Source: an optimization exercise on an open RTL-to-GDS flow (aim: small area and a short achievable clock period). Production flows keep margins and buffers that such runs may drop. At most, simulation tests tie the RTL to the original design; equivalence was not proved. Power figures rest on the tool's default switching activity, not on a simulated workload.

==> flow/design.v (excerpt) <==
module fetch_unit #(
  parameter int unsigned                   MEM_DEPTH   = 256,
  parameter logic [cpu_pkg::OPCODE_W-1:0]  HALT_OPCODE = cpu_pkg::HALT_OPCODE_DEFAULT
) (
  input  logic         clk,
  input  logic         rst_n,
  input  logic         start,
  input  logic         prog_we,
  input  logic [7:0]   prog_addr,
  input  logic [7:0]   prog_data,
  output logic [7:0]   instr_out,
  output logic         instr_valid,
  input  logic         instr_ready,
  input  logic         jump_en,
  input  logic [7:0]   jump_target,
  output logic [7:0]   pc_out,
  output logic         halted
);
  logic               active_q, active_d;
  logic               halt_q, halt_d;
  logic [7:0]         pc_q, pc_d;
  logic [63:0]        pc_hi_n_q;
  logic [15:0]        pc_hi_n_d;
  logic [63:0]        pc_lo_n_q;
  logic [15:0]        pc_lo_n_d;
  logic [INSTR_W-1:0] instr_q, instr_d;
  logic               valid_q, valid_d;
  logic               phase_q;
  logic [INSTR_W-1:0] mem_raw_n;
  logic               drain, loadable, we, restart, to_halt;
  logic               fetch, jump;
  logic [15:0]        whi_q, wlo_q;
  logic [INSTR_W-1:0] wdata_q;
  logic               byp_q;
  logic [255:0]       wsel, wsel_n;
  ...
==> module fu_mux2i, before the edit <==
module fu_mux2i (input logic a0, a1, s, output logic y);
  assign y = ~(s ? a1 : a0);
endmodule
==> module fu_oreg8, before the edit <==
module fu_oreg8 (input logic clk, rst_n, input logic [7:0] d, output logic [7:0] q);
  always_ff @(posedge clk or negedge rst_n) begin
    if (!rst_n) q <= '0;
    else q <= d;
  end
endmodule
==> module fu_oreg1, before the edit <==
module fu_oreg1 (input logic clk, rst_n, d, output logic q);
  always_ff @(posedge clk or negedge rst_n) begin
    if (!rst_n) q <= 1'b0;
    else q <= d;
  end
endmodule
==> module fetch_unit, before the edit <==
module fetch_unit #(
  parameter int unsigned                   MEM_DEPTH   = 256,
  parameter logic [cpu_pkg::OPCODE_W-1:0]  HALT_OPCODE = cpu_pkg::HALT_OPCODE_DEFAULT
) (
  input  logic         clk,
  input  logic         rst_n,
  input  logic         start,
  input  logic         prog_we,
  input  logic [7:0]   prog_addr,
  input  logic [7:0]   prog_data,
  output logic [7:0]   instr_out,
  output logic         instr_valid,
  input  logic         instr_ready,
  input  logic         jump_en,
  input  logic [7:0]   jump_target,
  output logic [7:0]   pc_out,
  output logic         halted
);
  logic               active_q, active_d;
  logic               halt_q, halt_d;
  logic [7:0]         pc_q, pc_d;
  logic [63:0]        pc_hi_n_q;
  logic [15:0]        pc_hi_n_d;
  logic [63:0]        pc_lo_n_q;
  logic [15:0]        pc_lo_n_d;
  logic [INSTR_W-1:0] instr_q, instr_d;
  logic               valid_q, valid_d;
  logic               phase_q;
  logic [INSTR_W-1:0] mem_raw_n;
  logic               drain, loadable, we, restart, to_halt;
  logic               fetch, jump;
  logic [15:0]        whi_q, wlo_q;
  logic [INSTR_W-1:0] wdata_q;
  logic               byp_q;
  logic [255:0]       wsel, wsel_n;
  assign drain    = active_q && valid_q && (instr_q[INSTR_W-1 -: OPCODE_W] == HALT_OPCODE);
  assign loadable = !active_q;
  assign we       = prog_we && loadable;
  assign restart  = start && loadable;
  assign jump     = jump_en && active_q;
  assign fetch    = active_q && !drain && !jump_en && (!valid_q || instr_ready);
  assign to_halt  = drain && !jump_en && instr_ready;
  always_ff @(posedge clk) begin
    for (int i = 0; i < 16; i++) begin
      whi_q[i] <= we && (prog_addr[7:4] == i[3:0]);
      wlo_q[i] <= (prog_addr[3:0] == i[3:0]);
    end
    wdata_q <= prog_data;
    byp_q   <= we && (prog_addr == 8'd0);
  end
  always_comb begin
    for (int r = 0; r < 256; r++) begin
      wsel[r]   = whi_q[r/16] && wlo_q[r%16];
      wsel_n[r] = !(whi_q[r/16] && wlo_q[r%16]);
    end
  end
  always_ff @(posedge clk) begin
    phase_q <= !phase_q;
  end
  instr_mem u_mem (
    .clk     (clk),
    .wsel    (wsel),
    .wsel_n  (wsel_n),
    .wcol    (wdata_q ^ {INSTR_W{phase_q}}),
    .rhi_n   (pc_hi_n_q),
    .rlo_n   (pc_lo_n_q),
    .rdata_n (mem_raw_n)
  );
  always_ff @(posedge clk or negedge rst_n) begin
    if (!rst_n) begin
      active_q  <= 1'b0;
      halt_q    <= 1'b0;
      pc_q      <= '0;
      instr_q   <= '0;
      valid_q   <= 1'b0;
    end else begin
      active_q  <= active_d;
      halt_q    <= halt_d;
      pc_q      <= pc_d;
      instr_q   <= instr_d;
      valid_q   <= valid_d;
    end
  end
  fu_reg16 u_pc_hi0 (.clk (clk), .d (pc_hi_n_d), .q (pc_hi_n_q[15:0]));
  fu_reg16 u_pc_hi1 (.clk (clk), .d (pc_hi_n_d), .q (pc_hi_n_q[31:16]));
  fu_reg16 u_pc_hi2 (.clk (clk), .d (pc_hi_n_d), .q (pc_hi_n_q[47:32]));
  fu_reg16 u_pc_hi3 (.clk (clk), .d (pc_hi_n_d), .q (pc_hi_n_q[63:48]));
  fu_reg16 u_pc_lo0 (.clk (clk), .d (pc_lo_n_d), .q (pc_lo_n_q[15:0]));
  fu_reg16 u_pc_lo1 (.clk (clk), .d (pc_lo_n_d), .q (pc_lo_n_q[31:16]));
  fu_reg16 u_pc_lo2 (.clk (clk), .d (pc_lo_n_d), .q (pc_lo_n_q[47:32]));
  fu_reg16 u_pc_lo3 (.clk (clk), .d (pc_lo_n_d), .q (pc_lo_n_q[63:48]));
  assign active_d = restart || (active_q && !to_halt);
  assign halt_d   = (halt_q && !start) || to_halt;
  always_comb begin
    valid_d = valid_q;
    if (restart || jump) valid_d = 1'b0;
    else if (fetch) valid_d = 1'b1;
    else if (to_halt) valid_d = 1'b0;
  end
  always_comb begin
    pc_d      = pc_q;
    pc_hi_n_d = pc_hi_n_q[15:0];
    pc_lo_n_d = pc_lo_n_q[15:0];
    if (restart) begin
      pc_d      = '0;
      pc_hi_n_d = 16'hFFFE;
      pc_lo_n_d = 16'hFFFE;
    end else if (jump) begin
      pc_d = jump_target;
      for (int i = 0; i < 16; i++) begin
        pc_hi_n_d[i] = (jump_target[7:4] != i[3:0]);
        pc_lo_n_d[i] = (jump_target[3:0] != i[3:0]);
      end
    end else if (fetch) begin
      pc_d      = pc_q + 8'd1;
      pc_lo_n_d = {pc_lo_n_q[14:0], pc_lo_n_q[15]};
      if (!pc_lo_n_q[15]) pc_hi_n_d = {pc_hi_n_q[14:0], pc_hi_n_q[15]};
    end
  end
  for (genvar b = 0; b < INSTR_W; b++) begin : g_instr
    fu_mux2i u_mux (
      .a0 (!(fetch ? (byp_q ? wdata_q[b] : !phase_q) : instr_q[b])),
      .a1 (!(fetch ? (byp_q ? wdata_q[b] : phase_q)  : instr_q[b])),
      .s  (mem_raw_n[b]),
      .y  (instr_d[b])
    );
  end
  fu_oreg8 u_oinstr (.clk (clk), .rst_n (rst_n), .d (instr_d), .q (instr_out));
  fu_oreg8 u_opc    (.clk (clk), .rst_n (rst_n), .d (pc_d),    .q (pc_out));
  fu_oreg1 u_ovalid (.clk (clk), .rst_n (rst_n), .d (valid_d), .q (instr_valid));
  assign halted      = halt_q;
endmodule
export LEC_CHECK = 0
export CAP_MARGIN = 20
export CORE_MARGIN = 2
export CORE_UTILIZATION = 60
export SETUP_SLACK_MARGIN = 2.0
export SLEW_MARGIN = 20
export SYNTH_HIERARCHICAL = 1
export SYNTH_MINIMUM_KEEP_SIZE = 0
create_clock -name core_clock -period 4.1 [get_ports {clk}]
standard.sh (not shown) runs the stock make flow with config.mk's settings and CLKGATE_MAP_FILE= SYNTH_SCRIPT=/design/flow/synth_recipe.tcl, a recipe that flattens the netlist after the stock synthesis.
==> flow/flow/run.sh <==
#!/bin/bash
# Own layout flow: the standard ORFS flow (standard.sh, standard synthesis
# unchanged) with a few layout settings changed:
#  - sizing may swap cells across footprints (so port buffers and other
#    cells can be replaced by faster or smaller ones),
#  - ports are buffered with buf_4 instead of the smallest buffer,
#  - CTS without dummy loads, with larger sink clusters (fewer leaf buffers).
# The make output goes to flow_make.log in the work folder; ORFS keeps each
# step's own log under orfs/logs/.
set -euo pipefail
bash standard.sh \
  MATCH_CELL_FOOTPRINT=0 \
  "BUFFER_PORTS_ARGS=-buffer_cell sky130_fd_sc_hd__buf_4" \
  "CTS_ARGS=-sink_clustering_enable -repair_clock_nets -dont_use_dummy_load -sink_clustering_size 25 -sink_clustering_max_diameter 80" \
  finish > flow_make.log 2>&1
Then changed:
--- a/flow/design.v
+++ b/flow/design.v
@@ -86,21 +86,9 @@
   assign y = ~(a | b);
 endmodule
-module fu_mux2i (input logic a0, a1, s, output logic y);
-  assign y = ~(s ? a1 : a0);
+module fu_mux2 (input logic a0, a1, s, output logic y);
+  assign y = s ? a1 : a0;
 endmodule
 module fu_reg16 (input logic clk, input logic [15:0] d, output logic [15:0] q);
   always_ff @(posedge clk) q <= d;
-endmodule
-module fu_oreg8 (input logic clk, rst_n, input logic [7:0] d, output logic [7:0] q);
-  always_ff @(posedge clk or negedge rst_n) begin
-    if (!rst_n) q <= '0;
-    else q <= d;
-  end
-endmodule
-module fu_oreg1 (input logic clk, rst_n, d, output logic q);
-  always_ff @(posedge clk or negedge rst_n) begin
-    if (!rst_n) q <= 1'b0;
-    else q <= d;
-  end
 endmodule
 import cpu_pkg::*;
@@ -225,14 +213,14 @@
   end
   for (genvar b = 0; b < INSTR_W; b++) begin : g_instr
-    fu_mux2i u_mux (
-      .a0 (!(fetch ? (byp_q ? wdata_q[b] : !phase_q) : instr_q[b])),
-      .a1 (!(fetch ? (byp_q ? wdata_q[b] : phase_q)  : instr_q[b])),
+    fu_mux2 u_mux (
+      .a0 (fetch ? (byp_q ? wdata_q[b] : !phase_q) : instr_q[b]),
+      .a1 (fetch ? (byp_q ? wdata_q[b] : phase_q)  : instr_q[b]),
       .s  (mem_raw_n[b]),
       .y  (instr_d[b])
     );
   end
-  fu_oreg8 u_oinstr (.clk (clk), .rst_n (rst_n), .d (instr_d), .q (instr_out));
-  fu_oreg8 u_opc    (.clk (clk), .rst_n (rst_n), .d (pc_d),    .q (pc_out));
-  fu_oreg1 u_ovalid (.clk (clk), .rst_n (rst_n), .d (valid_d), .q (instr_valid));
+  assign instr_out   = instr_q;
+  assign instr_valid = valid_q;
+  assign pc_out      = pc_q;
   assign halted      = halt_q;
 endmodule
Outcome: First-iteration DRC count is higher by a few percent; utilization is higher by 0.34 points; die area decreases slightly; non-clock buffer count decreases by 16; wire length is higher slightly.
For the first run of this note, only the layout was checked, not whether the RTL still works.

---

fetch_unit with an RTL version that a note above also has.
Size in the first run: ~6900 cells after synthesis, ~2200 flip-flops, ~48 I/O pins.
==> flow/config.mk <==
export PLATFORM = sky130hd
export DESIGN_NAME = fetch_unit
export DESIGN_NICKNAME = fetch_unit
export VERILOG_FILES = /design/flow/design.v
export SDC_FILE = /design/flow/constraint.sdc
export NUM_CORES = 4
export LEC_CHECK = 0
export CAP_MARGIN = 20
export CORE_MARGIN = 2
export CORE_UTILIZATION = 60
export SETUP_SLACK_MARGIN = 1.6
export SLEW_MARGIN = 20
export SYNTH_HIERARCHICAL = 1
export SYNTH_MINIMUM_KEEP_SIZE = 0
==> flow/constraint.sdc <==
create_clock -name core_clock -period 4.1 [get_ports {clk}]
set_input_delay 0.8200 -clock core_clock [delete_from_list [all_inputs] [get_ports {clk}]]
set_output_delay 0.8200 -clock core_clock [all_outputs]
set_load 0.01 [all_outputs]
Scripts as last shown in full above: flow/flow/run.sh
Then changed:
--- a/flow/design.v
+++ b/flow/design.v
@@ -11,26 +11,26 @@
   } fetch_state_t;
 endpackage
 import cpu_pkg::*;
 module instr_mem (
   input  logic                        clk,
   input  logic [255:0]                wsel,
   input  logic [255:0]                wsel_n,
   input  logic [cpu_pkg::INSTR_W-1:0] wcol,
-  input  logic [63:0]                 rhi_n,
+  input  logic [31:0]                 rhi_n,
   input  logic [63:0]                 rlo_n,
   output logic [cpu_pkg::INSTR_W-1:0] rdata_n
 );
   localparam int unsigned W = cpu_pkg::INSTR_W;
   logic [256*W-1:0] cells_q;
   logic [256*W-1:0] cells_d;
   logic [255:0]     rsel;
   for (genvar r = 0; r < 256; r++) begin : g_row
-    fu_nor2 u_rsel (.a (rhi_n[((r%16)/4)*16 + r/16]), .b (rlo_n[(r/64)*16 + r%16]), .y (rsel[r]));
+    fu_nor2 u_rsel (.a (rhi_n[((r%16)/8)*16 + r/16]), .b (rlo_n[(r/64)*16 + r%16]), .y (rsel[r]));
     for (genvar b = 0; b < W; b++) begin : g_bit
       fu_o22ai u_wr (
         .a1 (cells_q[r*W+b]), .a2 (wsel[r]),
         .b1 (wsel_n[r]),      .b2 (wcol[b]),
         .y  (cells_d[r*W+b])
       );
     end
   end
@@ -108,59 +108,53 @@
   input  logic         jump_en,
   input  logic [7:0]   jump_target,
   output logic [7:0]   pc_out,
   output logic         halted
 );
   logic               active_q, active_d;
   logic               halt_q, halt_d;
   logic [7:0]         pc_q, pc_d;
-  logic [63:0]        pc_hi_n_q;
+  logic [31:0]        pc_hi_n_q;
   logic [15:0]        pc_hi_n_d;
   logic [63:0]        pc_lo_n_q;
   logic [15:0]        pc_lo_n_d;
   logic [INSTR_W-1:0] instr_q, instr_d;
   logic               valid_q, valid_d;
   logic               phase_q;
   logic [INSTR_W-1:0] mem_raw_n;
   logic               drain, loadable, we, restart, to_halt;
   logic               fetch, jump;
-  logic [15:0]        whi_q, wlo_q;
-  logic [INSTR_W-1:0] wdata_q;
-  logic               byp_q;
+  logic [15:0]        whi, wlo;
   logic [255:0]       wsel, wsel_n;
   assign drain    = active_q && valid_q && (instr_q[INSTR_W-1 -: OPCODE_W] == HALT_OPCODE);
   assign loadable = !active_q;
   assign we       = prog_we && loadable;
   assign restart  = start && loadable;
   assign jump     = jump_en && active_q;
   assign fetch    = active_q && !drain && !jump_en && (!valid_q || instr_ready);
   assign to_halt  = drain && !jump_en && instr_ready;
-  always_ff @(posedge clk) begin
+  always_comb begin
     for (int i = 0; i < 16; i++) begin
-      whi_q[i] <= we && (prog_addr[7:4] == i[3:0]);
-      wlo_q[i] <= (prog_addr[3:0] == i[3:0]);
-    end
-    wdata_q <= prog_data;
-    byp_q   <= we && (prog_addr == 8'd0);
-  end
-  always_comb begin
+      whi[i] = we && (prog_addr[7:4] == i[3:0]);
+      wlo[i] = (prog_addr[3:0] == i[3:0]);
+    end
     for (int r = 0; r < 256; r++) begin
-      wsel[r]   = whi_q[r/16] && wlo_q[r%16];
-      wsel_n[r] = !(whi_q[r/16] && wlo_q[r%16]);
+      wsel[r]   = whi[r/16] && wlo[r%16];
+      wsel_n[r] = !(whi[r/16] && wlo[r%16]);
     end
   end
   always_ff @(posedge clk) begin
     phase_q <= !phase_q;
   end
   instr_mem u_mem (
     .clk     (clk),
     .wsel    (wsel),
     .wsel_n  (wsel_n),
-    .wcol    (wdata_q ^ {INSTR_W{phase_q}}),
+    .wcol    (prog_data ^ {INSTR_W{phase_q}}),
     .rhi_n   (pc_hi_n_q),
     .rlo_n   (pc_lo_n_q),
     .rdata_n (mem_raw_n)
   );
   always_ff @(posedge clk or negedge rst_n) begin
     if (!rst_n) begin
       active_q  <= 1'b0;
       halt_q    <= 1'b0;
@@ -172,18 +166,16 @@
       halt_q    <= halt_d;
       pc_q      <= pc_d;
       instr_q   <= instr_d;
       valid_q   <= valid_d;
     end
   end
   fu_reg16 u_pc_hi0 (.clk (clk), .d (pc_hi_n_d), .q (pc_hi_n_q[15:0]));
   fu_reg16 u_pc_hi1 (.clk (clk), .d (pc_hi_n_d), .q (pc_hi_n_q[31:16]));
-  fu_reg16 u_pc_hi2 (.clk (clk), .d (pc_hi_n_d), .q (pc_hi_n_q[47:32]));
-  fu_reg16 u_pc_hi3 (.clk (clk), .d (pc_hi_n_d), .q (pc_hi_n_q[63:48]));
   fu_reg16 u_pc_lo0 (.clk (clk), .d (pc_lo_n_d), .q (pc_lo_n_q[15:0]));
   fu_reg16 u_pc_lo1 (.clk (clk), .d (pc_lo_n_d), .q (pc_lo_n_q[31:16]));
   fu_reg16 u_pc_lo2 (.clk (clk), .d (pc_lo_n_d), .q (pc_lo_n_q[47:32]));
   fu_reg16 u_pc_lo3 (.clk (clk), .d (pc_lo_n_d), .q (pc_lo_n_q[63:48]));
   assign active_d = restart || (active_q && !to_halt);
   assign halt_d   = (halt_q && !start) || to_halt;
   always_comb begin
     valid_d = valid_q;
@@ -208,18 +200,18 @@
     end else if (fetch) begin
       pc_d      = pc_q + 8'd1;
       pc_lo_n_d = {pc_lo_n_q[14:0], pc_lo_n_q[15]};
       if (!pc_lo_n_q[15]) pc_hi_n_d = {pc_hi_n_q[14:0], pc_hi_n_q[15]};
     end
   end
   for (genvar b = 0; b < INSTR_W; b++) begin : g_instr
     fu_mux2 u_mux (
-      .a0 (fetch ? (byp_q ? wdata_q[b] : !phase_q) : instr_q[b]),
-      .a1 (fetch ? (byp_q ? wdata_q[b] : phase_q)  : instr_q[b]),
+      .a0 (fetch ? !phase_q : instr_q[b]),
+      .a1 (fetch ? phase_q  : instr_q[b]),
       .s  (mem_raw_n[b]),
       .y  (instr_d[b])
     );
   end
   assign instr_out   = instr_q;
   assign instr_valid = valid_q;
   assign pc_out      = pc_q;
   assign halted      = halt_q;
Outcome:
- total power went down by 22%
- routed wire length went up by about 7%
- global-route usage went up by 3.8 points
- final cell count is about the same
- final area went up by about 0.44%
- via count went up by about 3%
- clock power hardly moves
- die area went down by 1.1%
- core utilization went up by 1.3 points
- count of clock-buffer cells in the layout went down by 3
- sequential share of layout area went down by 2.0 points

separate check: timing with driven ports:
How much do the figures lean on ideal ports? The routed layouts below were timed once more, with nothing changed but the port constraints. Step 1 assumes that a clkbuf_16 drives the clock port and a buf_2 every other input. Step 2, shift: input delay + t, output delay - t, t = (earliest + latest rising clock arrival at the registers) / 2. This alone moves slack from input paths to output paths. a / b / c = ideal / step 1 / step 2; a / b = the first two.
run	t (ns)	setup slack, ns	worst hold slack (ns)	latest minus earliest clock arrival (ns)	worst register clock-pin slew, ns
the first run of note 1	0.829	1.781 / 1.781 / 1.312	0.052 / -0.004 / 0.447	0.046 / 0.045	0.10 / 0.10
the second run of note 1	0.795	1.774 / 1.774 / 1.287	0.188 / 0.134 / 0.448	0.045 / 0.045	0.10 / 0.10
the first run of note 2	0.792	1.510 / 1.510 / 1.073	0.189 / 0.137 / 0.447	0.044 / 0.043	0.10 / 0.10
the second run of note 2	0.793	1.442 / 1.442 / 0.688	0.419 / 0.366 / 0.447	0.035 / 0.036	0.10 / 0.10
After both steps every run listed still meets setup and hold. For the second run of note 2, which loses most, drivers alone change the setup slack by 0.000 ns; drivers and shift together by -0.754 ns.
